Context: an optimization exercise on an open-source flow, tuned for small area, a short achievable clock period and few clock cycles per item. The choices shown serve that exercise and are no tape-out recipe.
Function was checked by simulation only, so behaviour that the tests miss may differ from the original.

[flow/run.sh]
#!/bin/bash
# Layout flow: the standard synthesis, then the combinational logic mapped
# again onto the cells (flip-flops kept as they are, names and cell types
# unchanged), then the standard layout from floorplan to finish.
# Each tool writes its full output to a log of its own in the work folder.
set -euo pipefail
WORK=$(pwd)
FLOWDIR=$WORK/flow
R=$WORK/orfs/results/$FLOW_PLATFORM/serpent_block_cipher_unit/base
YOSYS=${YOSYS_EXE:-$FLOW_HOME/../tools/install/yosys/bin/yosys}
[ -x "$YOSYS" ] || YOSYS=yosys

bash standard.sh synth > $WORK/log_synth.txt 2>&1

cp $R/1_2_yosys.v $WORK/std_synth.v
LIB=$FLOW_HOME/platforms/$FLOW_PLATFORM/lib/sky130_fd_sc_hd__tt_025C_1v80.lib \
IN=$WORK/std_synth.v OUT=$WORK/remapped.v TOP=$FLOW_TOP SCRIPT=$FLOWDIR/remap.abc \
  "$YOSYS" -c $FLOWDIR/remap.tcl > $WORK/log_remap.txt 2>&1

cp $WORK/remapped.v $R/1_2_yosys.v
rm -f $R/1_synth.odb
bash standard.sh finish > $WORK/log_finish.txt 2>&1
[flow/remap.abc]
&get -n
&st
&dch -f
&nf -D 3500
&put
topo
stime -c
buffer -c
upsize -c
dnsize -c
[flow/remap.tcl]
# Map the combinational logic of the standard synthesis netlist again.
# Flip-flops and tie cells stay as they are (blackboxes keep their instance
# names and cell types); every other cell is read as its liberty function.
yosys -import
set lib $::env(LIB)
read_liberty -ignore_miss_func $lib
blackbox sky130_fd_sc_hd__df* sky130_fd_sc_hd__edf* sky130_fd_sc_hd__sdf* sky130_fd_sc_hd__sedf* sky130_fd_sc_hd__dl* sky130_fd_sc_hd__conb_1
read_verilog $::env(IN)
hierarchy -check -top $::env(TOP)
flatten
opt_clean
set fh [open abc.constr w]
puts $fh "set_driving_cell sky130_fd_sc_hd__buf_1"
puts $fh "set_load 5"
close $fh
abc -liberty $lib -constr abc.constr -D 3500 -script $::env(SCRIPT) \
  -dont_use *lpflow* -dont_use *probe* -dont_use *clkdly* -dont_use *dlygate* \
  -dont_use *sdlclkp* -dont_use *dlclkp* -dont_use *a222oi*
opt_clean -purge
# cell definitions again (as blackboxes) so that the checks see every port
read_liberty -lib -overwrite -ignore_miss_func $lib
hilomap -singleton -hicell sky130_fd_sc_hd__conb_1 HI -locell sky130_fd_sc_hd__conb_1 LO
splitnets
opt_clean -purge
insbuf -buf sky130_fd_sc_hd__buf_4 A X
check -assert
tee -o remap_stat.txt stat -liberty $lib
write_verilog -noattr -noexpr -nohex -nodec $::env(OUT)
[standard.sh]
#!/bin/bash
# synth_recipe.tcl (not shown) runs the flow's synth.tcl, then flattens the netlist and writes it again
# the make line also repeats each setting of config.mk as NAME=value (left out here)
make -C /OpenROAD-flow-scripts/flow DESIGN_CONFIG=/design/flow/config.mk WORK_HOME=/design/flow/orfs CLKGATE_MAP_FILE= SYNTH_SCRIPT=/design/flow/synth_recipe.tcl "${@:-finish}"
[config.mk]
export PLATFORM = sky130hd
export DESIGN_NAME = serpent_block_cipher_unit
export DESIGN_NICKNAME = serpent_block_cipher_unit
export VERILOG_FILES = /design/flow/design.v
export SDC_FILE = /design/flow/constraint.sdc
export NUM_CORES = 8
export LEC_CHECK = 0
export CAP_MARGIN = 40
export CORE_MARGIN = 2
export CORE_UTILIZATION = 30
export PLACE_DENSITY = 0.42
export SETUP_SLACK_MARGIN = 5.0
export SLEW_MARGIN = 40
export SYNTH_MEMORY_MAX_BITS = 8192
[constraint.sdc]
create_clock -name core_clock -period 10.0 [get_ports {clk_i}]
set_input_delay 2.0000 -clock core_clock [delete_from_list [all_inputs] [get_ports {clk_i}]]
set_output_delay 2.0000 -clock core_clock [all_outputs]
set_load 0.01 [all_outputs]
[design.v]
`timescale 1ns / 1ps
`default_nettype none
package serp_pkg;
  localparam logic [31:0] Phi = 32'h9E3779B9;
  localparam logic [2:0] RegKey0 = 3'd0;
  localparam logic [2:0] RegKey1 = 3'd1;
  localparam logic [2:0] RegKey2 = 3'd2;
  localparam logic [2:0] RegKey3 = 3'd3;
  localparam logic [2:0] RegKlen = 3'd4;
endpackage
`default_nettype wire
`timescale 1ns / 1ps
`default_nettype none
import serp_pkg::*;
module serp_ctrl (
  input  wire logic [255:0] key_i,     
  input  wire logic [1:0]   klen_i,
  input  wire logic [255:0] e_i,       
  output logic [255:0]      ue_o,      
  output logic [127:0]      ke_o,      
  output logic [127:0]      kd_o       
);
  localparam logic [63:0] SBOX3_TAB = 64'he57a421d369c8bf0;
  function automatic logic [3:0] sbox3(input logic [3:0] v);
    sbox3 = SBOX3_TAB[4*v +: 4];
  endfunction
  function automatic logic [31:0] rl(input logic [31:0] x, input int unsigned n);
    rl = (x << n) | (x >> (32 - n));
  endfunction
  logic [31:0]  p [8];    
  logic [31:0]  w [12];   
  logic [31:0]  f57, f02, f13, f24;
  logic [3:0]   nw;
  always_comb begin
    nw = (klen_i == 2'd0) ? 4'd4 : (klen_i == 2'd1) ? 4'd6 : 4'd8;
    for (int i = 0; i < 8; i++)
      p[i] = (4'(i) < nw) ? key_i[32*i +: 32] : ((4'(i) == nw) ? 32'd1 : 32'd0);
    f57  = p[5] ^ p[7];
    w[0] = rl(p[0] ^ p[3] ^ f57 ^ Phi ^ 32'd0, 11);
    w[1] = rl(p[1] ^ p[4] ^ p[6] ^ w[0] ^ Phi ^ 32'd1, 11);
    w[2] = rl(p[2] ^ f57 ^ w[1] ^ Phi ^ 32'd2, 11);
    f02  = w[0] ^ w[2];
    w[3] = rl(p[3] ^ p[6] ^ f02 ^ Phi ^ 32'd3, 11);
    f13  = w[1] ^ w[3];
    w[4] = rl(p[4] ^ p[7] ^ f13 ^ Phi ^ 32'd4, 11);
    w[5] = rl(p[5] ^ f02 ^ w[4] ^ Phi ^ 32'd5, 11);
    w[6] = rl(p[6] ^ f13 ^ w[5] ^ Phi ^ 32'd6, 11);
    f24  = w[2] ^ w[4];
    w[7] = rl(p[7] ^ f24 ^ w[6] ^ Phi ^ 32'd7, 11);
    f57  = w[5] ^ w[7];
    w[8] = rl(w[0] ^ w[3] ^ f57 ^ Phi ^ 32'd8, 11);
    w[9] = rl(w[1] ^ w[4] ^ w[6] ^ w[8] ^ Phi ^ 32'd9, 11);
    w[10] = rl(w[2] ^ f57 ^ w[9] ^ Phi ^ 32'd10, 11);
    f02  = w[8] ^ w[10];
    w[11] = rl(w[3] ^ w[6] ^ f02 ^ Phi ^ 32'd11, 11);
    ue_o = {w[11], w[10], w[9], w[8], w[7], w[6], w[5], w[4]};
    for (int b = 0; b < 32; b++) begin
      {ke_o[96+b], ke_o[64+b], ke_o[32+b], ke_o[b]} =
          sbox3({w[3][b], w[2][b], w[1][b], w[0][b]});
      {kd_o[96+b], kd_o[64+b], kd_o[32+b], kd_o[b]} =
          sbox3({e_i[224+b], e_i[192+b], e_i[160+b], e_i[128+b]});
    end
  end
endmodule
`default_nettype wire
`timescale 1ns / 1ps
`default_nettype none
import serp_pkg::*;
module serp_enc_stage #(
  parameter int unsigned M = 0
) (
  input  wire logic         done_i,
  input  wire logic [1:0]   lap_i,
  input  wire logic [2:0]   sel_i,     
  input  wire logic [127:0] x_i,
  input  wire logic [255:0] u_i,
  output logic [127:0]      y_o,
  output logic [127:0]      r_o,       
  output logic [255:0]      u_o
);
  localparam logic [511:0] SBOX_F_TAB = {
    64'h6539ac47b28e0fd1,
    64'h0a3df19eb6485c27,
    64'h176d8e30c9a4b25f,
    64'hd7e9a4526b0c38f1,
    64'he57a421d369c8bf0,
    64'h25b04e1dfac39768,
    64'h43d68eb1a50972cf,
    64'hc90724deb56a1f83};
  function automatic logic [3:0] sbox_f(input logic [2:0] s, input logic [3:0] v);
    sbox_f = SBOX_F_TAB[64*s + 4*v +: 4];
  endfunction
  function automatic logic [31:0] rl(input logic [31:0] x, input int unsigned n);
    rl = (x << n) | (x >> (32 - n));
  endfunction
  function automatic logic [127:0] slice_f(input logic [2:0] s, input logic [127:0] x);
    logic [3:0] o;
    for (int b = 0; b < 32; b++) begin
      o = sbox_f(s, {x[96+b], x[64+b], x[32+b], x[b]});
      {slice_f[96+b], slice_f[64+b], slice_f[32+b], slice_f[b]} = o;
    end
  endfunction
  function automatic logic [127:0] lin_fwd(input logic [127:0] v);
    logic [31:0] a, b, c, d;
    begin
      a = v[31:0]; b = v[63:32]; c = v[95:64]; d = v[127:96];
      a = rl(a, 13); c = rl(c, 3);
      b = b ^ a ^ c; d = d ^ c ^ (a << 3);
      b = rl(b, 1); d = rl(d, 7);
      a = a ^ b ^ d; c = c ^ d ^ (b << 7);
      a = rl(a, 5); c = rl(c, 22);
      lin_fwd = {d, c, b, a};
    end
  endfunction
  localparam logic [2:0] SE0 = 3'(2 * M);
  localparam logic [2:0] SE1 = 3'(2 * M + 1);
  localparam logic [2:0] KE0 = 3'(2 - 2 * M);
  localparam logic [2:0] KE1 = 3'(1 - 2 * M);
  localparam bit         LastStage = (M == 3);
  logic [31:0]  s [16];    
  logic [31:0]  ce [8];
  logic [31:0]  f57, f02, f13, f24;
  logic [7:0]   je;
  logic [127:0] ke0, ke1, a1, a2, a3;
  assign je = 8'({lap_i, 5'd0}) + 8'(8 * M + 12);    
  always_comb begin
    for (int t = 0; t < 8; t++) begin
      ce[t] = Phi ^ {24'd0, 8'(je + 8'(t))};
      s[t]  = u_i[32*t +: 32];
    end
    f57   = s[5] ^ s[7];
    s[8]  = rl(s[0] ^ s[3] ^ f57 ^ ce[0], 11);
    s[9]  = rl(s[1] ^ s[4] ^ s[6] ^ s[8] ^ ce[1], 11);
    s[10] = rl(s[2] ^ f57 ^ s[9] ^ ce[2], 11);
    f02   = s[8] ^ s[10];
    s[11] = rl(s[3] ^ s[6] ^ f02 ^ ce[3], 11);
    f13   = s[9] ^ s[11];
    s[12] = rl(s[4] ^ s[7] ^ f13 ^ ce[4], 11);
    s[13] = rl(s[5] ^ f02 ^ s[12] ^ ce[5], 11);
    s[14] = rl(s[6] ^ f13 ^ s[13] ^ ce[6], 11);
    f24   = s[10] ^ s[12];
    s[15] = rl(s[7] ^ f24 ^ s[14] ^ ce[7], 11);
    for (int t = 0; t < 8; t++) u_o[32*t +: 32] = s[8+t];
  end
  assign ke0 = slice_f(KE0, u_i[127:0]);
  assign ke1 = slice_f(KE1, u_i[255:128]);
  assign a1 = slice_f(SE0, x_i);
  assign a2 = lin_fwd(a1) ^ ke0;
  assign a3 = slice_f(SE1, a2);
  always_comb begin
    y_o = ({128{sel_i[0]}} & (lin_fwd(a3) ^ ke1)) | ({128{sel_i[2]}} & x_i);
    if (LastStage) y_o = y_o | ({128{sel_i[1]}} & (a3 ^ ke1));
  end
  assign r_o = LastStage ? (done_i ? x_i : (a3 ^ ke1)) : '0;
endmodule
module serp_dec_stage #(
  parameter int unsigned M = 0
) (
  input  wire logic         done_i,
  input  wire logic [1:0]   lap_i,
  input  wire logic [2:0]   sel_i,     
  input  wire logic [127:0] x_i,
  input  wire logic [255:0] u_i,
  output logic [127:0]      y_o,
  output logic [127:0]      r_o,       
  output logic [255:0]      u_o
);
  localparam logic [511:0] SBOX_F_TAB = {
    64'h6539ac47b28e0fd1,
    64'h0a3df19eb6485c27,
    64'h176d8e30c9a4b25f,
    64'hd7e9a4526b0c38f1,
    64'he57a421d369c8bf0,
    64'h25b04e1dfac39768,
    64'h43d68eb1a50972cf,
    64'hc90724deb56a1f83};
  function automatic logic [3:0] sbox_f(input logic [2:0] s, input logic [3:0] v);
    sbox_f = SBOX_F_TAB[64*s + 4*v +: 4];
  endfunction
  localparam logic [511:0] SBOX_I_TAB = {
    64'h241a7bc58fe9d603,
    64'hb8c27e940635d1af,
    64'h0ac7356bed1492f8,
    64'h1df46bc2e79a3805,
    64'h1f842c53d6eb7a90,
    64'h7a85d63021eb4f9c,
    64'h0ad1974b3c6fe285,
    64'h289f74e1c56a0b3d};
  function automatic logic [3:0] sbox_i(input logic [2:0] s, input logic [3:0] v);
    sbox_i = SBOX_I_TAB[64*s + 4*v +: 4];
  endfunction
  function automatic logic [31:0] rl(input logic [31:0] x, input int unsigned n);
    rl = (x << n) | (x >> (32 - n));
  endfunction
  function automatic logic [127:0] slice_f(input logic [2:0] s, input logic [127:0] x);
    logic [3:0] o;
    for (int b = 0; b < 32; b++) begin
      o = sbox_f(s, {x[96+b], x[64+b], x[32+b], x[b]});
      {slice_f[96+b], slice_f[64+b], slice_f[32+b], slice_f[b]} = o;
    end
  endfunction
  function automatic logic [127:0] slice_i(input logic [2:0] s, input logic [127:0] x);
    logic [3:0] o;
    for (int b = 0; b < 32; b++) begin
      o = sbox_i(s, {x[96+b], x[64+b], x[32+b], x[b]});
      {slice_i[96+b], slice_i[64+b], slice_i[32+b], slice_i[b]} = o;
    end
  endfunction
  function automatic logic [127:0] lin_inv(input logic [127:0] v);
    logic [31:0] a, b, c, d;
    begin
      a = v[31:0]; b = v[63:32]; c = v[95:64]; d = v[127:96];
      c = rl(c, 10); a = rl(a, 27);
      c = c ^ d ^ (b << 7); a = a ^ b ^ d;
      d = rl(d, 25); b = rl(b, 31);
      d = d ^ c ^ (a << 3); b = b ^ a ^ c;
      c = rl(c, 29); a = rl(a, 19);
      lin_inv = {d, c, b, a};
    end
  endfunction
  localparam logic [2:0] SD0 = 3'(7 - 2 * M);
  localparam logic [2:0] SD1 = 3'(6 - 2 * M);
  localparam logic [2:0] KD0 = 3'(2 * M + 4);
  localparam logic [2:0] KD1 = 3'(2 * M + 5);
  localparam bit         LastStage = (M == 3);
  logic [31:0]  sb [16];   
  logic [31:0]  cd [8];
  logic [31:0]  d24, d13, d57;
  logic [7:0]   id;
  logic [127:0] kd0, kd1, d1, d2, d3;
  assign id = 8'(124 - 8 * M) - 8'({lap_i, 5'd0});   
  always_comb begin
    for (int t = 0; t < 8; t++) begin
      cd[t]    = Phi ^ {24'd0, 8'(id + 8'(t))};
      sb[8+t]  = u_i[32*t +: 32];
    end
    d24   = sb[10] ^ sb[12];
    d13   = sb[9] ^ sb[11];
    sb[7] = rl(sb[15], 21) ^ d24 ^ sb[14] ^ cd[7];
    sb[6] = rl(sb[14], 21) ^ d13 ^ sb[13] ^ cd[6];
    sb[5] = rl(sb[13], 21) ^ sb[8] ^ d24 ^ cd[5];
    sb[4] = rl(sb[12], 21) ^ sb[7] ^ d13 ^ cd[4];
    sb[3] = rl(sb[11], 21) ^ sb[6] ^ sb[8] ^ sb[10] ^ cd[3];
    d57   = sb[5] ^ sb[7];
    sb[2] = rl(sb[10], 21) ^ d57 ^ sb[9] ^ cd[2];
    sb[1] = rl(sb[9], 21) ^ sb[4] ^ sb[6] ^ sb[8] ^ cd[1];
    sb[0] = rl(sb[8], 21) ^ sb[3] ^ d57 ^ cd[0];
    for (int t = 0; t < 8; t++) u_o[32*t +: 32] = sb[t];
  end
  assign kd0 = slice_f(KD0, u_i[127:0]);
  assign kd1 = slice_f(KD1, {sb[7], sb[6], sb[5], sb[4]});
  assign d1 = slice_i(SD0, x_i) ^ kd0;
  assign d2 = lin_inv(d1);
  assign d3 = slice_i(SD1, d2) ^ kd1;
  always_comb begin
    y_o = ({128{sel_i[0]}} & lin_inv(d3)) | ({128{sel_i[2]}} & x_i);
    if (LastStage) y_o = y_o | ({128{sel_i[1]}} & d3);
  end
  assign r_o = LastStage ? (done_i ? x_i : d3) : '0;
endmodule
`default_nettype wire
`timescale 1ns / 1ps
`default_nettype none
import serp_pkg::*;
module serpent_block_cipher_unit (
  input  wire logic         clk_i,
  input  wire logic         rst_ni,
  input  wire logic         psel_i,
  input  wire logic         penable_i,
  input  wire logic         pwrite_i,
  input  wire logic [5:0]   paddr_i,
  input  wire logic [63:0]  pwdata_i,
  output logic [63:0]       prdata_o,
  output logic              pready_o,
  input  wire logic         s_axis_tvalid_i,
  output logic              s_axis_tready_o,
  input  wire logic [127:0] s_axis_tdata_i,   
  input  wire logic         s_axis_tuser_i,   
  output logic              m_axis_tvalid_o,
  input  wire logic         m_axis_tready_i,
  output logic [127:0]      m_axis_tdata_o    
);
  logic [63:0]  key_q [4];
  logic [1:0]   klen_q;
  logic         wr, key_wr;
  logic [2:0]   ra;
  assign pready_o = 1'b1;
  assign wr = psel_i && penable_i && pwrite_i;
  assign ra = paddr_i[5:3];
  assign key_wr = wr && (ra <= RegKlen);
  always_ff @(posedge clk_i or negedge rst_ni) begin
    if (!rst_ni) begin
      for (int i = 0; i < 4; i++) key_q[i] <= '0;
      klen_q <= '0;
    end else if (wr) begin
      unique case (ra)
        RegKey0: key_q[0] <= pwdata_i;
        RegKey1: key_q[1] <= pwdata_i;
        RegKey2: key_q[2] <= pwdata_i;
        RegKey3: key_q[3] <= pwdata_i;
        RegKlen: klen_q   <= pwdata_i[1:0];
        default: ;
      endcase
    end
  end
  always_comb begin
    unique case (ra)
      RegKey0: prdata_o = key_q[0];
      RegKey1: prdata_o = key_q[1];
      RegKey2: prdata_o = key_q[2];
      RegKey3: prdata_o = key_q[3];
      RegKlen: prdata_o = {62'd0, klen_q};
      default: prdata_o = '0;
    endcase
  end
  logic         ve_q [4], pce_q [4], donee_q [4];
  logic [1:0]   lape_q [4];
  logic [3:0]   tage_q [4];
  logic [127:0] xe_q [4];
  logic [255:0] ue_q [4];
  logic         vd_q [4], doned_q [4];
  logic [1:0]   lapd_q [4];
  logic [3:0]   tagd_q [4];
  logic [127:0] xd_q [4];
  logic [255:0] ud_q [4];
  logic [127:0] ye [4], re [4], yd [4], rd [4];
  logic [255:0] une [4], und [4];
  logic [2:0]   sele [4], seld [4];
  logic [255:0] e_q;           
  logic         e_val_q, pc_busy_q;
  logic [3:0]   itag_q, otag_q;
  logic         ovalid_q;
  logic [127:0] odata_q;
  logic [255:0] ue_in;
  logic [127:0] ke_in, kd_in;
  logic         rdye3_q, pcce3_q, tagoke3_q, compe2;
  logic         rdyd3_q, tagokd3_q;
  logic         ofree, exite, exitd, conte, contd, freee, freed;
  logic         acce, accd, launch;
  for (genvar m = 0; m < 4; m++) begin : g_sel
    logic goe, god, lste, lstd;
    assign goe  = (m == 3) ? conte : 1'b1;
    assign god  = (m == 3) ? contd : 1'b1;
    assign lste = (m == 3) && (lape_q[m] == 2'd3);
    assign lstd = (m == 3) && (lapd_q[m] == 2'd3);
    assign sele[m] = {goe && donee_q[m], goe && !donee_q[m] && lste, goe && !donee_q[m] && !lste};
    assign seld[m] = {god && doned_q[m], god && !doned_q[m] && lstd, god && !doned_q[m] && !lstd};
  end
  for (genvar m = 0; m < 4; m++) begin : g_stage
    serp_enc_stage #(.M(m)) u_enc (
      .done_i(donee_q[m]),
      .lap_i (lape_q[m]),
      .sel_i (sele[m]),
      .x_i   (xe_q[m]),
      .u_i   (ue_q[m]),
      .y_o   (ye[m]),
      .r_o   (re[m]),
      .u_o   (une[m])
    );
    serp_dec_stage #(.M(m)) u_dec (
      .done_i(doned_q[m]),
      .lap_i (lapd_q[m]),
      .sel_i (seld[m]),
      .x_i   (xd_q[m]),
      .u_i   (ud_q[m]),
      .y_o   (yd[m]),
      .r_o   (rd[m]),
      .u_o   (und[m])
    );
  end
  serp_ctrl u_ctrl (
    .key_i ({key_q[3], key_q[2], key_q[1], key_q[0]}),
    .klen_i(klen_q),
    .e_i   (e_q),
    .ue_o  (ue_in),
    .ke_o  (ke_in),
    .kd_o  (kd_in)
  );
  assign compe2 = ve_q[2] && !donee_q[2] && lape_q[2] == 2'd3;
  assign ofree = !ovalid_q || m_axis_tready_i;
  assign exite = rdye3_q && tagoke3_q && ofree;
  assign exitd = rdyd3_q && tagokd3_q && ofree;
  assign conte = ve_q[3] && !exite && !pcce3_q && !(key_wr && pce_q[3]);
  assign contd = vd_q[3] && !exitd;
  assign freee = !ve_q[3] || pcce3_q || exite;
  assign freed = !contd;
  assign s_axis_tready_o = s_axis_tuser_i ? (freed && e_val_q) : freee;
  assign acce   = s_axis_tvalid_i && !s_axis_tuser_i && freee;
  assign accd   = s_axis_tvalid_i && s_axis_tuser_i && freed && e_val_q;
  assign launch = !conte && !acce && !e_val_q && !pc_busy_q && !key_wr;
  always_ff @(posedge clk_i or negedge rst_ni) begin
    if (!rst_ni) begin
      for (int m = 0; m < 4; m++) begin
        ve_q[m] <= 1'b0;
        vd_q[m] <= 1'b0;
      end
      e_val_q   <= 1'b0;
      pc_busy_q <= 1'b0;
      itag_q    <= '0;
      otag_q    <= '0;
      ovalid_q  <= 1'b0;
      rdye3_q   <= 1'b0;
      pcce3_q   <= 1'b0;
      tagoke3_q <= 1'b0;
      rdyd3_q   <= 1'b0;
      tagokd3_q <= 1'b0;
    end else begin
      for (int m = 0; m < 3; m++) begin
        ve_q[m+1] <= ve_q[m] && !(key_wr && pce_q[m]);
        vd_q[m+1] <= vd_q[m];
      end
      ve_q[0] <= conte || acce || launch;
      vd_q[0] <= contd || accd;
      rdye3_q   <= ve_q[2] && !pce_q[2] && (donee_q[2] || lape_q[2] == 2'd3);
      pcce3_q   <= ve_q[2] && pce_q[2] && !donee_q[2] && lape_q[2] == 2'd3 && !key_wr;
      tagoke3_q <= (tage_q[2] == ((exite || exitd) ? otag_q + 4'd1 : otag_q));
      rdyd3_q   <= vd_q[2] && (doned_q[2] || lapd_q[2] == 2'd3);
      tagokd3_q <= (tagd_q[2] == ((exite || exitd) ? otag_q + 4'd1 : otag_q));
      if (acce || accd) itag_q <= itag_q + 4'd1;
      if (exite || exitd) otag_q <= otag_q + 4'd1;
      if (exite || exitd) ovalid_q <= 1'b1;
      else if (m_axis_tready_i) ovalid_q <= 1'b0;
      if (key_wr) begin
        e_val_q   <= 1'b0;
        pc_busy_q <= 1'b0;
      end else begin
        if (compe2) e_val_q <= 1'b1;
        if (launch) pc_busy_q <= 1'b1;
        else if (pcce3_q) pc_busy_q <= 1'b0;
      end
    end
  end
  always_ff @(posedge clk_i) begin
    for (int m = 0; m < 3; m++) begin
      pce_q[m+1]   <= pce_q[m];
      donee_q[m+1] <= donee_q[m];
      lape_q[m+1]  <= lape_q[m];
      tage_q[m+1]  <= tage_q[m];
      xe_q[m+1]    <= ye[m];
      ue_q[m+1]    <= une[m];
      doned_q[m+1] <= doned_q[m];
      lapd_q[m+1]  <= lapd_q[m];
      tagd_q[m+1]  <= tagd_q[m];
      xd_q[m+1]    <= yd[m];
      ud_q[m+1]    <= und[m];
    end
    if (conte) begin
      pce_q[0]   <= pce_q[3];
      donee_q[0] <= donee_q[3] || lape_q[3] == 2'd3;
      lape_q[0]  <= lape_q[3] + 2'd1;
      tage_q[0]  <= tage_q[3];
      ue_q[0]    <= une[3];
    end else begin
      pce_q[0]   <= !acce;
      donee_q[0] <= 1'b0;
      lape_q[0]  <= 2'd0;
      tage_q[0]  <= itag_q;
      ue_q[0]    <= ue_in;
    end
    xe_q[0] <= ye[3] | ({128{!conte}} & (s_axis_tdata_i ^ ke_in));
    if (contd) begin
      doned_q[0] <= doned_q[3] || lapd_q[3] == 2'd3;
      lapd_q[0]  <= lapd_q[3] + 2'd1;
      tagd_q[0]  <= tagd_q[3];
      ud_q[0]    <= und[3];
    end else begin
      doned_q[0] <= 1'b0;
      lapd_q[0]  <= 2'd0;
      tagd_q[0]  <= itag_q;
      ud_q[0]    <= e_q;
    end
    xd_q[0] <= yd[3] | ({128{!contd}} & (s_axis_tdata_i ^ kd_in));
    if (compe2 && !e_val_q) e_q <= une[2];
    if (exite || exitd) odata_q <= exite ? re[3] : rd[3];
  end
  assign m_axis_tvalid_o = ovalid_q;
  assign m_axis_tdata_o  = odata_q;
endmodule
`default_nettype wire
==> flow_metrics.env, run 1 <==
export IMPL_root_buffer="clkbuf_16"
export IMPL_grt_pass1_vias=410000
export IMPL_ys_warn_count=66
export IMPL_fp_dieW_mm=1.08
export IMPL_dp_hpwl_mm=2710
export IMPL_synth_area_um2=348000
export IMPL_syn_nets=43300
export IMPL_failing_step="5_1_grt"
export IMPL_h_tree_depth=6
export IMPL_portBuffers=396
export IMPL_avgSynthCellArea_um2=8.08
export IMPL_syn_inst=43100
export IMPL_num_rows=395
export IMPL_die_h_mm=1.08
export IMPL_grt_usage_pct=61.3
export IMPL_start_util_pct=30.1
export IMPL_grt_max_degree=152
export IMPL_ios=401
export IMPL_cts_buffers_inserted=530
export IMPL_gp_congestion=1.53
export IMPL_grt_pass1_wl_mm=4680
export IMPL_status="aborted with a tool error"
export IMPL_error="[ERROR GRT-0116] Global routing finished with congestion. Check the congestion regions in the DRC Viewer."
export IMPL_grt_overflow=28
export IMPL_cts_buffer_depth=5
export IMPL_hold_buffers=0
timing repair:
action                                  in CTS
endpoints found under the hold margin        0
resized for setup                         4361
buffers inserted                           831
cloned                                      24
pin swaps                                  704
endpoints found under the setup margin    1561
per-stage QoR:
stage	hold slack, ns	util (%)	cell area [um^2]	instances	worst slack, ns
after floorplan	0.310	-	348000	43100	4.91
after global placement	0.324	32.6	377000	58100	0.701
after detailed placement	0.314	33.7	390000	58300	2.24
after CTS	0.329	38.0	440000	60100	4.59
metal layers:
metal | GRT usage (%) | overflow
met2 | 81.4 | 18
met4 | 68.2 | 10
met3 | 42.6 | 0
met1 | 57.6 | 0
met5 | 17.2 | 0
worst max path at each step:
| stage | from | to | slack, ns | cells after the start |
|---|---|---|---|---|
| after floorplan | paddr_i[5] | prdata_o[11] | 4.91 | 6 |
| after global placement | xe_q[3][87] | xe_q[0][23] | 0.70 | 13 |
| after detailed placement | paddr_i[4] | prdata_o[37] | 2.24 | 8 |
| after CTS | paddr_i[3] | prdata_o[16] | 4.59 | 10 |
Testbench counts, summed over its fixed seeds: cycles 5,196, items 1,536.
==> run 2, diff against run 1 <==
--- a/design.v
+++ b/design.v
@@ -335,3 +335,3 @@
   logic [127:0] ke_in, kd_in;
-  logic         rdye3_q, pcce3_q, tagoke3_q, compe2;
+  logic         rdye3_q, pcce3_q, compe3_q, tagoke3_q;
   logic         rdyd3_q, tagokd3_q;
@@ -378,3 +378,2 @@
   );
-  assign compe2 = ve_q[2] && !donee_q[2] && lape_q[2] == 2'd3;
   assign ofree = !ovalid_q || m_axis_tready_i;
@@ -403,2 +402,3 @@
       pcce3_q   <= 1'b0;
+      compe3_q  <= 1'b0;
       tagoke3_q <= 1'b0;
@@ -415,2 +415,3 @@
       pcce3_q   <= ve_q[2] && pce_q[2] && !donee_q[2] && lape_q[2] == 2'd3 && !key_wr;
+      compe3_q  <= ve_q[2] && !donee_q[2] && lape_q[2] == 2'd3;
       tagoke3_q <= (tage_q[2] == ((exite || exitd) ? otag_q + 4'd1 : otag_q));
@@ -426,3 +427,3 @@
       end else begin
-        if (compe2) e_val_q <= 1'b1;
+        if (compe3_q) e_val_q <= 1'b1;
         if (launch) pc_busy_q <= 1'b1;
@@ -472,3 +473,3 @@
     xd_q[0] <= yd[3] | ({128{!contd}} & (s_axis_tdata_i ^ kd_in));
-    if (compe2 && !e_val_q) e_q <= une[2];
+    if (compe3_q && !e_val_q) e_q <= ue_q[3];
     if (exite || exitd) odata_q <= exite ? re[3] : rd[3];
==> flow_metrics.env, run 2 <==
export IMPL_status="complete, but fails checks"
export IMPL_nets=45100
export IMPL_antenna_found_initial=599
export IMPL_grt_overflow=0
export IMPL_routed_wl_mm=3180
export IMPL_cts_buffers_inserted=528
export IMPL_synth_area_um2=346000
export IMPL_start_util_pct=30.1
export IMPL_nFillCells=117000
export IMPL_so_faults="capacitance limit, slew limit"
export IMPL_slew_headroom_pct=-2.09
export IMPL_die_h_mm=1.08
export IMPL_finalCritPeriodShare_pct=54.3
export IMPL_final_util_pct=39.0
export IMPL_route_detailed_drc=0
export IMPL_num_rows=394
export IMPL_syn_nets=43400
export IMPL_num_vias=370000
export IMPL_dp_hpwl_mm=2700
export IMPL_rsz0062_at_grt="true"
export IMPL_crit_arrival_ns=6.51
export IMPL_grt_usage_pct=52.4
export IMPL_cp_required_ns=11.09
export IMPL_end_kind="register"
export IMPL_reg_top3="ud_q (1024), ue_q (1024)"
export IMPL_grt_max_degree=185
export IMPL_slew_viol_final=21
export IMPL_ys_warn_count=66
export IMPL_critPathKind="reg -> reg"
export IMPL_skew_ns=0.137
export IMPL_setup_viol_count_final=0
export IMPL_clkLatencyLatePin_ns=1.26
export IMPL_avgSynthCellArea_um2=8.00
export IMPL_syn2layout_area_growth_pct=29.5
export IMPL_crit_fanout=9
export IMPL_final_hold_violation_count=0
export IMPL_hold_ws_ns=0.324
export IMPL_coreArea_um2=1150000
export IMPL_layout_common_cells="8704 x xnor2_1, 3482 x xor2_1, 3250 x nand2_1"
export IMPL_die_area_um2=1160000
export IMPL_layout_commonest_cell="xnor2_1"
export IMPL_min_period_ns=5.43
export IMPL_hold_path_class="reg -> reg"
export IMPL_worstMarginPinSlew_ns=1.53
export IMPL_gp_congestion=1.20
export IMPL_h_tree_depth=6
export IMPL_grt_pass1_wl_mm=3870
export IMPL_rrSetupSlack_ns=4.57
export IMPL_via_per_inst=5.99
export IMPL_grt_pass1_vias=325000
export IMPL_drt_iter0_drc=58700
export IMPL_cts_sinks=3799
export IMPL_syn_inst=43200
export IMPL_root_buffer="clkbuf_16"
export IMPL_portBuffers=396
export IMPL_dr_pass1_iters=10
export IMPL_cts_tree="yes"
export IMPL_cap_violations=2
export IMPL_critPathLaunchType="register"
export IMPL_drt_wirelength_per_cell_um=51.6
export IMPL_drive_above_1_share_pct=22.5
export IMPL_clk_pin_slew_ns=0.06
export IMPL_finalSetupTns_ns=0
export IMPL_ios=401
export IMPL_antenna_left=0
export IMPL_fmax_mhz=184
export IMPL_cts_buffer_depth=5
export IMPL_fp_dieW_mm=1.08
==> run 2: worst max-delay path, stage by stage, from the launching register on <==
cell and delay, ns:
dfxtp_1 0.61, o21ai_0 0.24, o21ai_0 0.17, a21oi_2 0.17
xnor2_4 0.97, xor2_1 0.25, xnor2_2 0.36, buf_4 0.19
nand2_1 0.09, a22oi_1 0.22, a31oi_2 0.08, xnor2_2 0.25
buf_12 0.22, xnor2_4 0.10, buf_12 0.16, xnor2_2 0.23
xor2_1 0.22, xnor2_1 0.09, o21ai_1 0.24, buf_4 0.26
==> run 2: final timing paths <==
check	from	end	cells past startpoint
setup / recovery	ud_q[2][4]	xd_q[3][117]	19
hold / removal	tage_q[1][3]	tage_q[2][3]	0
setup reg to reg	ud_q[2][4]	xd_q[3][117]	19
hold reg to reg	tage_q[1][3]	tage_q[2][3]	0
max in group asynchronous	rst_ni	key_q[2][19]	3
min in group asynchronous	rst_ni	key_q[3][15]	1
==> run 2: cell type report <==
| type | count | area (um^2) | area share [%] |
|---|---|---|---|
| multi-input combinational | 35900 | 289000 | 64.6 |
| sequential | 3799 | 83100 | 18.5 |
| timing repair buffer | 3464 | 30800 | 6.88 |
| tap | 15200 | 19100 | 4.26 |
| clock buffer | 685 | 14800 | 3.29 |
| inverter | 1242 | 4720 | 1.05 |
| clock inverter | 264 | 3370 | 0.752 |
| antenna | 1161 | 2910 | 0.648 |
==> run 2: per-layer routing <==
| layer | wire, um | part of all wire [%] | up-vias | track usage, % |
|---|---|---|---|---|
| li1 | - | - | 147000 | - |
| met1 | 1010000 | 32 | 181000 | 51.5 |
| met2 | 1330000 | 42 | 29800 | 77.6 |
| met3 | 317000 | 10 | 11600 | 17.5 |
| met4 | 528000 | 17 | 88 | 69.2 |
| met5 | 2020 | 0.064 | - | 0.803 |
==> run 2: per-stage QoR <==
stage                     area, um^2  setup WS, ns  instances
final                         448000          4.57      61700
after global routing          447000          4.37      61300
after CTS                     431000          4.72      60100
after detailed placement      388000          2.84      58400
after global placement        377000          1.98      58400
after floorplan               346000          4.94      43200
==> run 2: timing repair <==
item,CTS,global route
hold buffers,0,0
pin swaps,547,499
buffers inserted,664,455
gates cloned,28,5
gates resized for setup,3466,1386
setup endpoints to repair,1425,935
Testbench counts of run 2, summed over its fixed seeds: cycles 5,228, items 1,536.
==> run 3, diff against run 2 <==
--- a/flow/run.sh
+++ b/flow/run.sh
@@ -3,3 +3,5 @@
 # again onto the cells (flip-flops kept as they are, names and cell types
-# unchanged), then the standard layout from floorplan to finish.
+# unchanged), then the standard layout from floorplan to finish, with one
+# more repair of slew, capacitance and setup timing just before detailed
+# routing (flow/pre_drt.tcl).
 # Each tool writes its full output to a log of its own in the work folder.
@@ -21,2 +23,3 @@
 rm -f $R/1_synth.odb
+export PRE_DETAIL_ROUTE_TCL=$FLOWDIR/pre_drt.tcl
 bash standard.sh finish > $WORK/log_finish.txt 2>&1
==> flow/pre_drt.tcl (new file) <==
# Before detailed routing: the global routes (with the antenna fixes) are
# final, so repair slew, capacitance and setup timing once more with their
# parasitics, then legalize and route the changed nets incrementally.
proc env_or {name default} {
  if {[info exists ::env($name)] && $::env($name) ne ""} { return $::env($name) }
  return $default
}
if {[info exists ::env(DONT_USE_CELLS)]} { set_dont_use $::env(DONT_USE_CELLS) }
set_propagated_clock [all_clocks]
estimate_parasitics -global_routing
report_worst_slack -max
global_route -start_incremental
repair_design -slew_margin [env_or SLEW_MARGIN 40] -cap_margin [env_or CAP_MARGIN 40] -verbose
repair_timing -setup -setup_margin [env_or SETUP_SLACK_MARGIN 5.0] -repair_tns 100 -verbose
detailed_placement
check_placement -verbose
global_route -end_incremental
estimate_parasitics -global_routing
report_worst_slack -max
==> flow_metrics.env, run 3 <==
export IMPL_start_util_pct=30.1
export IMPL_final_hold_violation_count=0
export IMPL_syn_inst=43200
export IMPL_cap_violations=0
export IMPL_grt_usage_pct=52.4
export IMPL_routed_wl_mm=3180
export IMPL_finalCritPeriodShare_pct=54.0
export IMPL_layout_common_cells="8664 x xnor2_1, 3471 x xor2_1, 3248 x nand2_1"
export IMPL_via_per_inst=6.03
export IMPL_gp_congestion=1.20
export IMPL_h_tree_depth=6
export IMPL_crit_arrival_ns=6.38
export IMPL_cts_sinks=3799
export IMPL_grt_overflow=0
export IMPL_num_rows=394
export IMPL_synth_area_um2=346000
export IMPL_coreArea_um2=1150000
export IMPL_skew_ns=0.141
export IMPL_cts_buffer_depth=5
export IMPL_crit_fanout=9
export IMPL_end_kind="register"
export IMPL_slew_headroom_pct=22.4
export IMPL_setup_viol_count_final=0
export IMPL_min_period_ns=5.40
export IMPL_finalSetupTns_ns=0
export IMPL_hold_path_class="reg -> reg"
export IMPL_status="finished clean"
export IMPL_dp_hpwl_mm=2700
export IMPL_clkLatencyLatePin_ns=1.26
export IMPL_antenna_found_initial=599
export IMPL_final_cells=61800
export IMPL_grt_pass1_vias=325000
export IMPL_cts_buffers_inserted=528
export IMPL_nets=45200
export IMPL_portBuffers=396
export IMPL_worstMarginPinSlew_ns=1.15
export IMPL_num_vias=373000
export IMPL_drive_above_1_share_pct=22.9
export IMPL_avgSynthCellArea_um2=8.00
export IMPL_drt_wirelength_per_cell_um=51.5
export IMPL_critPathLaunchType="register"
export IMPL_cp_required_ns=10.98
export IMPL_route_detailed_drc=0
export IMPL_antenna_left=0
export IMPL_grt_pass1_wl_mm=3870
export IMPL_ys_warn_count=66
export IMPL_rsz0062_at_grt="true"
export IMPL_syn_nets=43400
export IMPL_reg_top3="ud_q (1024), ue_q (1024)"
export IMPL_cts_tree="yes"
export IMPL_place_inst=58400
export IMPL_layout_commonest_cell="xnor2_1"
export IMPL_grt_max_degree=185
export IMPL_slew_viol_final=0
export IMPL_final_util_pct=39.1
export IMPL_hold_ws_ns=0.325
export IMPL_fmax_mhz=185
export IMPL_die_h_mm=1.08
export IMPL_root_buffer="clkbuf_16"
export IMPL_syn2layout_area_growth_pct=30.1
export IMPL_drt_iter0_drc=60000
export IMPL_fp_dieW_mm=1.08
export IMPL_clk_pin_slew_ns=0.06
export IMPL_ios=401
export IMPL_die_area_um2=1160000
export IMPL_dr_pass1_iters=10
export IMPL_critPathKind="reg -> reg"
run 3: repair_timing:
action / 4_1_cts / 5_1_grt
gates resized for setup: 3466 / 1386
buffers inserted: 664 / 455
cloned: 28 / 5
hold buffers: 0 / 0
setup endpoints to repair: 1425 / 935
pin swaps: 547 / 499
run 3: through the flow:
stage	setup WS [ns]	instance area (um^2)
final	4.60	450000
after global routing	4.37	447000
after CTS	4.72	431000
after detailed placement	2.84	388000
after global placement	1.98	377000
after floorplan	4.94	346000
run 3: cell type report:
cell class                       count  area, um^2
Antenna cell                      1189        2980
Clock buffer                       685       14800
Clock inverter                     264        3370
Fill cell                       116000      700000
Inverter                          1242        4720
Multi-Input combinational cell   35900      290000
Sequential cell                   3799       83100
Tap cell                         15200       19100
Timing Repair Buffer              3530       31600
run 3: layer usage:
metal | wire (um) | up-vias | track usage, %
met5 | 1640 | - | 0.803
li1 | - | 147000 | -
met2 | 1340000 | 30900 | 77.6
met3 | 316000 | 11900 | 17.5
met4 | 523000 | 82 | 69.2
met1 | 1000000 | 182000 | 51.5
run 3: worst paths after layout:
check | start | to | slack (ns) | depth (start not counted)
hold reg to reg | tage_q[1][3] | tage_q[2][3] | 0.33 | 0
hold / removal | tage_q[1][3] | tage_q[2][3] | 0.33 | 0
setup / recovery | ue_q[1][233] | ue_q[2][214] | 4.60 | 10
setup reg to reg | ue_q[1][233] | ue_q[2][214] | 4.60 | 10
min in group asynchronous | rst_ni | key_q[0][37] | 0.69 | 1
max in group asynchronous | rst_ni | key_q[2][19] | 7.94 | 3
run 3: worst max-delay path, cell delays in order (launching register included):
cell and delay (ns):
dfxtp_1 0.82, xor2_1 0.29, xnor2_2 0.70, xor2_1 0.24, xnor2_1 0.88, xnor2_1 0.31
xnor2_1 0.24, buf_4 0.30, xnor2_1 0.22, xnor2_1 0.25, xnor2_1 0.93
==> run 4, diff against run 3 <==
--- a/design.v
+++ b/design.v
@@ -335,3 +335,3 @@
   logic [127:0] ke_in, kd_in;
-  logic         rdye3_q, pcce3_q, compe3_q, tagoke3_q;
+  logic         rdye3_q, pcce3_q, tagoke3_q, compe2;
   logic         rdyd3_q, tagokd3_q;
@@ -378,2 +378,3 @@
   );
+  assign compe2 = ve_q[2] && !donee_q[2] && lape_q[2] == 2'd3;
   assign ofree = !ovalid_q || m_axis_tready_i;
@@ -402,3 +403,2 @@
       pcce3_q   <= 1'b0;
-      compe3_q  <= 1'b0;
       tagoke3_q <= 1'b0;
@@ -415,3 +415,2 @@
       pcce3_q   <= ve_q[2] && pce_q[2] && !donee_q[2] && lape_q[2] == 2'd3 && !key_wr;
-      compe3_q  <= ve_q[2] && !donee_q[2] && lape_q[2] == 2'd3;
       tagoke3_q <= (tage_q[2] == ((exite || exitd) ? otag_q + 4'd1 : otag_q));
@@ -427,3 +426,3 @@
       end else begin
-        if (compe3_q) e_val_q <= 1'b1;
+        if (compe2) e_val_q <= 1'b1;
         if (launch) pc_busy_q <= 1'b1;
@@ -473,3 +472,3 @@
     xd_q[0] <= yd[3] | ({128{!contd}} & (s_axis_tdata_i ^ kd_in));
-    if (compe3_q && !e_val_q) e_q <= ue_q[3];
+    if (compe2 && !e_val_q) e_q <= une[2];
     if (exite || exitd) odata_q <= exite ? re[3] : rd[3];
==> flow_metrics.env, run 4 <==
export IMPL_start_util_pct=30.1
export IMPL_h_tree_depth=6
export IMPL_status="aborted with a tool error"
export IMPL_root_buffer="clkbuf_16"
export IMPL_num_rows=395
export IMPL_error="[ERROR GRT-0116] Global routing finished with congestion. Check the congestion regions in the DRC Viewer."
export IMPL_synth_area_um2=348000
export IMPL_place_inst=58300
export IMPL_fp_dieW_mm=1.08
export IMPL_syn_inst=43100
export IMPL_gp_congestion=1.53
export IMPL_grt_pass1_vias=410000
export IMPL_portBuffers=396
export IMPL_dp_hpwl_mm=2710
export IMPL_grt_pass1_wl_mm=4680
export IMPL_avgSynthCellArea_um2=8.08
export IMPL_grt_overflow=28
export IMPL_cts_buffers_inserted=530
export IMPL_die_h_mm=1.08
export IMPL_ios=401
export IMPL_ys_warn_count=66
export IMPL_grt_usage_pct=61.3
export IMPL_grt_max_degree=152
export IMPL_failing_step="5_1_grt"
export IMPL_cts_buffer_depth=5
export IMPL_placed_area_um2=390000
export IMPL_syn_nets=43300
-- run 4: stage by stage --
stage / worst slack [ns]
CTS: 4.59
detailed placement: 2.24
global placement: 0.701
floorplan: 4.91
-- run 4: worst max path at each step --
| stage | startpoint | to | slack [ns] | cells past startpoint |
|---|---|---|---|---|
| CTS | paddr_i[3] | prdata_o[16] | 4.59 | 10 |
| detailed placement | paddr_i[4] | prdata_o[37] | 2.24 | 8 |
| global placement | xe_q[3][87] | xe_q[0][23] | 0.70 | 13 |
| floorplan | paddr_i[5] | prdata_o[11] | 4.91 | 6 |
-- run 4: routing by layer --
| metal | GRT usage [%] | overflow |
|---|---|---|
| met3 | 42.6 | 0 |
| met4 | 68.2 | 10 |
| met5 | 17.2 | 0 |
| met1 | 57.6 | 0 |
| met2 | 81.4 | 18 |
-- run 4: repair_timing --
action | in CTS
gates resized for setup | 4361
buffers inserted | 831
cloned | 24
setup endpoints to repair | 1561
hold buffers | 0
pin swaps | 704
Testbench counts of run 4, summed over its fixed seeds: cycles 5,196, items 1,536.
==> run 5, diff against run 4 <==
--- a/design.v
+++ b/design.v
@@ -335,3 +335,3 @@
   logic [127:0] ke_in, kd_in;
-  logic         rdye3_q, pcce3_q, tagoke3_q, compe2;
+  logic         rdye3_q, pcce3_q, compe3_q, tagoke3_q;
   logic         rdyd3_q, tagokd3_q;
@@ -378,3 +378,2 @@
   );
-  assign compe2 = ve_q[2] && !donee_q[2] && lape_q[2] == 2'd3;
   assign ofree = !ovalid_q || m_axis_tready_i;
@@ -403,2 +402,3 @@
       pcce3_q   <= 1'b0;
+      compe3_q  <= 1'b0;
       tagoke3_q <= 1'b0;
@@ -415,2 +415,3 @@
       pcce3_q   <= ve_q[2] && pce_q[2] && !donee_q[2] && lape_q[2] == 2'd3 && !key_wr;
+      compe3_q  <= ve_q[2] && !donee_q[2] && lape_q[2] == 2'd3;
       tagoke3_q <= (tage_q[2] == ((exite || exitd) ? otag_q + 4'd1 : otag_q));
@@ -426,3 +427,3 @@
       end else begin
-        if (compe2) e_val_q <= 1'b1;
+        if (compe3_q) e_val_q <= 1'b1;
         if (launch) pc_busy_q <= 1'b1;
@@ -472,3 +473,3 @@
     xd_q[0] <= yd[3] | ({128{!contd}} & (s_axis_tdata_i ^ kd_in));
-    if (compe2 && !e_val_q) e_q <= une[2];
+    if (compe3_q && !e_val_q) e_q <= ue_q[3];
     if (exite || exitd) odata_q <= exite ? re[3] : rd[3];
--- a/flow/pre_drt.tcl
+++ b/flow/pre_drt.tcl
@@ -13,3 +13,3 @@
 repair_design -slew_margin [env_or SLEW_MARGIN 40] -cap_margin [env_or CAP_MARGIN 40] -verbose
-repair_timing -setup -setup_margin [env_or SETUP_SLACK_MARGIN 5.0] -repair_tns 100 -verbose
+repair_timing -setup -setup_margin [expr {[env_or SETUP_SLACK_MARGIN 5.0] + 0.3}] -repair_tns 100 -verbose
 detailed_placement
==> flow_metrics.env, run 5 <==
export IMPL_gp_congestion=1.20
export IMPL_hold_buffers=0
export IMPL_slew_viol_final=0
export IMPL_critPathMaxStageDelay_ns=0.17
export IMPL_cap_violations=0
export IMPL_ios=401
export IMPL_nets=46100
export IMPL_min_period_ns=5.30
export IMPL_grt_max_degree=185
export IMPL_route_detailed_drc=0
export IMPL_antenna_found_initial=599
export IMPL_antenna_left=0
export IMPL_final_cells=62700
export IMPL_finalCritPeriodShare_pct=53.0
export IMPL_dr_pass1_iters=10
export IMPL_avgSynthCellArea_um2=8.00
export IMPL_fp_dieW_mm=1.08
export IMPL_grt_usage_pct=52.4
export IMPL_clkLatencyLatePin_ns=1.25
export IMPL_syn_inst=43200
export IMPL_num_rows=394
export IMPL_via_per_inst=6.10
export IMPL_final_hold_violation_count=0
export IMPL_critPathKind="in -> out"
export IMPL_crit_arrival_ns=3.30
export IMPL_critPathLaunchType="primary input"
export IMPL_drt_wirelength_per_cell_um=51.0
export IMPL_setup_viol_count_final=0
export IMPL_end_kind="output port"
export IMPL_syn2layout_area_growth_pct=36.6
export IMPL_hold_path_class="reg -> reg"
export IMPL_reg2reg_from="ue_q[2][190]"
export IMPL_root_buffer="clkbuf_16"
export IMPL_die_area_um2=1160000
export IMPL_layout_commonest_cell="xnor2_1"
export IMPL_cts_sinks=3799
export IMPL_status="finished clean"
export IMPL_grt_pass1_wl_mm=3870
export IMPL_num_vias=382000
export IMPL_clk_pin_slew_ns=0.06
export IMPL_worstHoldStart="tage_q[1][3]"
export IMPL_die_h_mm=1.08
export IMPL_nFillCells=115000
export IMPL_skew_ns=0.133
export IMPL_multi_input_area_um2=303000
export IMPL_portBuffers=396
export IMPL_crit_fanout=8
export IMPL_syn_nets=43400
export IMPL_ys_warn_count=66
export IMPL_rsz0062_at_grt="true"
export IMPL_reg_top3="ud_q (1024), ue_q (1024)"
export IMPL_h_tree_depth=6
export IMPL_cts_buffer_depth=5
export IMPL_layout_common_cells="8114 x xnor2_1, 3390 x buf_4, 3237 x xor2_1"
export IMPL_grt_pass1_vias=325000
export IMPL_worstPathCellList="buf_12 -> nor2_4 -> inv_2 -> nor2_4 -> buf_12 -> buf_16 -> buf_16 -> a22oi_2 -> nand2_2 -> buf_6"
export IMPL_start_util_pct=30.1
export IMPL_worstMarginPinSlew_ns=1.13
export IMPL_routed_wl_mm=3200
export IMPL_fmax_mhz=189
export IMPL_drt_iter0_drc=73400
export IMPL_finalSetupTns_ns=0
export IMPL_drive_above_1_share_pct=27.6
export IMPL_register_area_um2=83800
export IMPL_synth_area_um2=346000
export IMPL_startpoint="paddr_i[4]"
export IMPL_coreArea_um2=1150000
export IMPL_slowest_stage="buf_12"
export IMPL_cts_buffers_inserted=528
export IMPL_cts_tree="yes"
export IMPL_hold_ws_ns=0.327
export IMPL_grt_overflow=0
export IMPL_place_inst=58400
export IMPL_slew_headroom_pct=24.1
export IMPL_dp_hpwl_mm=2700
export IMPL_cp_required_ns=8.00
## run 5: final cells by class
type | count | area share, %
clock inverters | 264 | 0.713
inverters | 1242 | 1.00
multi-input cells | 35900 | 64.2
repair buffers | 4457 | 8.61
flip-flops and latches | 3799 | 17.7
well taps | 15200 | 4.04
clock buffers | 685 | 3.12
diodes | 1180 | 0.625
## run 5: per-stage QoR
| step | area, um^2 | setup slack (ns) | util, % |
|---|---|---|---|
| finish | 473000 | 4.70 | 41.1 |
| global route | 447000 | 4.37 | 38.9 |
| CTS | 431000 | 4.72 | 37.5 |
| detailed placement | 388000 | 2.84 | 33.7 |
| global placement | 377000 | 1.98 | 32.8 |
| floorplan | 346000 | 4.94 | - |
## run 5: final timing paths
path / endpoint / slack, ns / cells past startpoint
max in group asynchronous: key_q[2][19] / 7.95 / 3
setup / recovery: prdata_o[15] / 4.70 / 10
min in group asynchronous: key_q[0][37] / 0.68 / 1
hold / removal: tage_q[2][3] / 0.33 / 0
hold reg to reg: tage_q[2][3] / 0.33 / 0
setup reg to reg: ue_q[3][213] / 4.93 / 11
## run 5: critical path: cells and delay by family
kind	cells	cell delay, ns
buffers and inverters	6	0.79
and+or+nand+nor	3	0.40
AOI/OAI and AO/OA	1	0.07
## run 5: routing by layer
metal / vias to the layer above / global-route usage (%) / routed length (um)
met3: 12600 / 17.5 / 314000
met5: - / 0.803 / 1880
met2: 33800 / 77.6 / 1380000
li1: 149000 / - / -
met4: 116 / 69.2 / 491000
met1: 187000 / 51.5 / 1010000
## run 5: timing repair
item	4_1_cts	5_1_grt
hold endpoints to repair	0	0
gates cloned	28	5
pin swaps	547	499
setup buffers	664	455
endpoints found under the setup margin	1425	935
gates resized for setup	3466	1386
Testbench counts of run 5, summed over its fixed seeds: cycles 5,228, items 1,536.
==> run 6, diff against run 5 <==
--- a/design.v
+++ b/design.v
@@ -31,3 +31,2 @@
   logic [31:0]  w [12];   
-  logic [31:0]  f57, f02, f13, f24;
   logic [3:0]   nw;
@@ -37,20 +36,12 @@
       p[i] = (4'(i) < nw) ? key_i[32*i +: 32] : ((4'(i) == nw) ? 32'd1 : 32'd0);
-    f57  = p[5] ^ p[7];
-    w[0] = rl(p[0] ^ p[3] ^ f57 ^ Phi ^ 32'd0, 11);
-    w[1] = rl(p[1] ^ p[4] ^ p[6] ^ w[0] ^ Phi ^ 32'd1, 11);
-    w[2] = rl(p[2] ^ f57 ^ w[1] ^ Phi ^ 32'd2, 11);
-    f02  = w[0] ^ w[2];
-    w[3] = rl(p[3] ^ p[6] ^ f02 ^ Phi ^ 32'd3, 11);
-    f13  = w[1] ^ w[3];
-    w[4] = rl(p[4] ^ p[7] ^ f13 ^ Phi ^ 32'd4, 11);
-    w[5] = rl(p[5] ^ f02 ^ w[4] ^ Phi ^ 32'd5, 11);
-    w[6] = rl(p[6] ^ f13 ^ w[5] ^ Phi ^ 32'd6, 11);
-    f24  = w[2] ^ w[4];
-    w[7] = rl(p[7] ^ f24 ^ w[6] ^ Phi ^ 32'd7, 11);
-    f57  = w[5] ^ w[7];
-    w[8] = rl(w[0] ^ w[3] ^ f57 ^ Phi ^ 32'd8, 11);
-    w[9] = rl(w[1] ^ w[4] ^ w[6] ^ w[8] ^ Phi ^ 32'd9, 11);
-    w[10] = rl(w[2] ^ f57 ^ w[9] ^ Phi ^ 32'd10, 11);
-    f02  = w[8] ^ w[10];
-    w[11] = rl(w[3] ^ w[6] ^ f02 ^ Phi ^ 32'd11, 11);
+    w[0] = rl((p[0] ^ p[3] ^ p[5] ^ Phi ^ 32'd0) ^ p[7], 11);
+    w[1] = rl((p[1] ^ p[4] ^ p[6] ^ Phi ^ 32'd1) ^ w[0], 11);
+    w[2] = rl((p[2] ^ p[5] ^ p[7] ^ Phi ^ 32'd2) ^ w[1], 11);
+    w[3] = rl((p[3] ^ p[6] ^ w[0] ^ Phi ^ 32'd3) ^ w[2], 11);
+    w[4] = rl((p[4] ^ p[7] ^ w[1] ^ Phi ^ 32'd4) ^ w[3], 11);
+    w[5] = rl((p[5] ^ w[0] ^ w[2] ^ Phi ^ 32'd5) ^ w[4], 11);
+    w[6] = rl((p[6] ^ w[1] ^ w[3] ^ Phi ^ 32'd6) ^ w[5], 11);
+    w[7] = rl((p[7] ^ w[2] ^ w[4] ^ Phi ^ 32'd7) ^ w[6], 11);
+    for (int i = 8; i < 12; i++)
+      w[i] = rl((w[i-8] ^ w[i-5] ^ w[i-3] ^ Phi ^ 32'(i)) ^ w[i-1], 11);
     ue_o = {w[11], w[10], w[9], w[8], w[7], w[6], w[5], w[4]};
@@ -121,3 +112,3 @@
   logic [31:0]  ce [8];
-  logic [31:0]  f57, f02, f13, f24;
+  logic [31:0]  f57;
   logic [7:0]   je;
@@ -131,13 +122,7 @@
     f57   = s[5] ^ s[7];
-    s[8]  = rl(s[0] ^ s[3] ^ f57 ^ ce[0], 11);
-    s[9]  = rl(s[1] ^ s[4] ^ s[6] ^ s[8] ^ ce[1], 11);
-    s[10] = rl(s[2] ^ f57 ^ s[9] ^ ce[2], 11);
-    f02   = s[8] ^ s[10];
-    s[11] = rl(s[3] ^ s[6] ^ f02 ^ ce[3], 11);
-    f13   = s[9] ^ s[11];
-    s[12] = rl(s[4] ^ s[7] ^ f13 ^ ce[4], 11);
-    s[13] = rl(s[5] ^ f02 ^ s[12] ^ ce[5], 11);
-    s[14] = rl(s[6] ^ f13 ^ s[13] ^ ce[6], 11);
-    f24   = s[10] ^ s[12];
-    s[15] = rl(s[7] ^ f24 ^ s[14] ^ ce[7], 11);
+    s[8]  = rl((s[0] ^ s[3] ^ ce[0]) ^ f57, 11);
+    s[9]  = rl((s[1] ^ s[4] ^ s[6] ^ ce[1]) ^ s[8], 11);
+    s[10] = rl((s[2] ^ f57 ^ ce[2]) ^ s[9], 11);
+    for (int t = 3; t < 8; t++)
+      s[8+t] = rl((s[t] ^ s[t+3] ^ s[t+5] ^ ce[t]) ^ s[t+7], 11);
     for (int t = 0; t < 8; t++) u_o[32*t +: 32] = s[8+t];
--- a/flow/pre_drt.tcl
+++ b/flow/pre_drt.tcl
@@ -13,3 +13,3 @@
 repair_design -slew_margin [env_or SLEW_MARGIN 40] -cap_margin [env_or CAP_MARGIN 40] -verbose
-repair_timing -setup -setup_margin [expr {[env_or SETUP_SLACK_MARGIN 5.0] + 0.3}] -repair_tns 100 -verbose
+repair_timing -setup -setup_margin [env_or SETUP_SLACK_MARGIN 5.0] -repair_tns 100 -verbose
 detailed_placement
==> flow_metrics.env, run 6 <==
export IMPL_num_rows=396
export IMPL_syn_nets=43300
export IMPL_grt_pass1_vias=414000
export IMPL_place_inst=58500
export IMPL_cts_buffers_inserted=534
export IMPL_grt_usage_pct=62.9
export IMPL_ys_warn_count=66
export IMPL_start_util_pct=30.0
export IMPL_root_buffer="clkbuf_16"
export IMPL_dp_hpwl_mm=2780
export IMPL_h_tree_depth=6
export IMPL_failing_step="5_1_grt"
export IMPL_grt_max_degree=147
export IMPL_syn_inst=43100
export IMPL_placed_area_um2=392000
export IMPL_status="aborted with a tool error"
export IMPL_error="[ERROR GRT-0116] Global routing finished with congestion. Check the congestion regions in the DRC Viewer."
export IMPL_synth_area_um2=349000
export IMPL_gp_congestion=1.46
export IMPL_grt_overflow=14
export IMPL_avgSynthCellArea_um2=8.09
export IMPL_grt_pass1_wl_mm=4830
export IMPL_portBuffers=396
export IMPL_fp_dieW_mm=1.08
export IMPL_ios=401
export IMPL_cts_buffer_depth=5
export IMPL_die_h_mm=1.08
## run 6: repair_timing
action	in CTS
pin swaps	832
gates resized for setup	4780
endpoints found under the setup margin	1523
setup buffers	963
hold buffers	0
gates cloned	26
endpoints found under the hold margin	0
## run 6: worst max-delay path by stage
stage | endpoint | from | cells past startpoint | slack (ns)
CTS | prdata_o[6] | paddr_i[5] | 8 | 4.63
detailed placement | xe_q[0][6] | klen_q[0] | 17 | 2.45
global placement | xe_q[1][28] | xe_q[0][51] | 15 | -0.02
floorplan | prdata_o[13] | paddr_i[5] | 6 | 4.90
## run 6: routing by layer
metal | GRT overflow | GRT usage, %
met2 | 6 | 82.9
met3 | 1 | 43.9
met1 | 0 | 59.6
met5 | 0 | 16.6
met4 | 7 | 70.2
## run 6: stage by stage
| step | setup WS [ns] | hold WS (ns) | TNS [ns] |
|---|---|---|---|
| floorplan | 4.90 | 0.310 | 0 |
| global placement | -0.0160 | 0.320 | -0.0160 |
| detailed placement | 2.45 | 0.312 | 0 |
| CTS | 4.63 | 0.322 | 0 |
Testbench counts of run 6, summed over its fixed seeds: cycles 5,228, items 1,536.
==> run 7, diff against run 6 <==
--- a/flow/pre_drt.tcl
+++ b/flow/pre_drt.tcl
@@ -13,3 +13,3 @@
 repair_design -slew_margin [env_or SLEW_MARGIN 40] -cap_margin [env_or CAP_MARGIN 40] -verbose
-repair_timing -setup -setup_margin [env_or SETUP_SLACK_MARGIN 5.0] -repair_tns 100 -verbose
+repair_timing -setup -setup_margin [expr {[env_or SETUP_SLACK_MARGIN 5.0] + 0.3}] -repair_tns 100 -verbose
 detailed_placement
==> flow_metrics.env, run 7 <==
export IMPL_num_rows=396
export IMPL_root_buffer="clkbuf_16"
export IMPL_fp_dieW_mm=1.08
export IMPL_hold_buffers=0
export IMPL_syn_inst=43100
export IMPL_grt_usage_pct=62.9
export IMPL_pre_cts_ws_ns=2.45
export IMPL_start_util_pct=30.0
export IMPL_grt_pass1_wl_mm=4830
export IMPL_h_tree_depth=6
export IMPL_dp_hpwl_mm=2780
export IMPL_failing_step="5_1_grt"
export IMPL_cts_buffer_depth=5
export IMPL_grt_overflow=14
export IMPL_cts_buffers_inserted=534
export IMPL_synth_area_um2=349000
export IMPL_portBuffers=396
export IMPL_grt_max_degree=147
export IMPL_place_inst=58500
export IMPL_avgSynthCellArea_um2=8.09
export IMPL_status="aborted with a tool error"
export IMPL_ys_warn_count=66
export IMPL_gp_congestion=1.46
export IMPL_syn_nets=43300
export IMPL_grt_pass1_vias=414000
export IMPL_error="[ERROR GRT-0116] Global routing finished with congestion. Check the congestion regions in the DRC Viewer."
export IMPL_ios=401
export IMPL_die_h_mm=1.08
## run 7: what timing repair did
action / CTS
cloned: 26
resized for setup: 4780
buffers inserted: 963
pin swaps: 832
setup endpoints to repair: 1523
## run 7: worst max path at each step
stage           startpoint           end  slack [ns]  depth (start not counted)
4_1_cts         paddr_i[5]   prdata_o[6]        4.63                          8
3_5_place_dp     klen_q[0]    xe_q[0][6]        2.45                         17
3_3_place_gp   xe_q[0][51]   xe_q[1][28]       -0.02                         15
2_1_floorplan   paddr_i[5]  prdata_o[13]        4.90                          6
## run 7: per-stage QoR
stage	area, um^2
CTS	447000
detailed placement	392000
global placement	378000
floorplan	349000
## run 7: layer usage
layer / GRT usage [%] / GRT overflow
met1: 59.6 / 0
met2: 82.9 / 6
met3: 43.9 / 1
met4: 70.2 / 7
met5: 16.6 / 0

afterwards: timing with drivers on the ports:
No port has a modelled driver above. Below, the same layouts with a new extraction and two added sets of constraints.
Step 1 (the two cells are an assumption about what drives the block):
set clk [get_ports {clk_i}]
set_driving_cell -lib_cell sky130_fd_sc_hd__clkbuf_16 $clk
set_driving_cell -lib_cell sky130_fd_sc_hd__buf_2 [delete_from_list [all_inputs] $clk]
Step 2 also shifts input and output timing later by t, the mid clock arrival at the registers, as if the neighbouring blocks saw the same clock.
Slacks: ideal ports / drivers / drivers and shift; pairs: ideal ports / drivers.
run | t, ns | setup slack, ns | worst data-port slew with drivers (ns)
run 2 | 1.376 | 4.572 / 4.572 / 3.503 | 0.21
run 3 | 1.387 | 4.604 / 4.604 / 3.701 | 0.20
run 5 | 1.374 | 4.696 / 4.646 / 3.887 | 0.20
The setup slack of run 2, which loses most, moves by 0.000 ns with the drivers and by -1.069 ns with both steps.
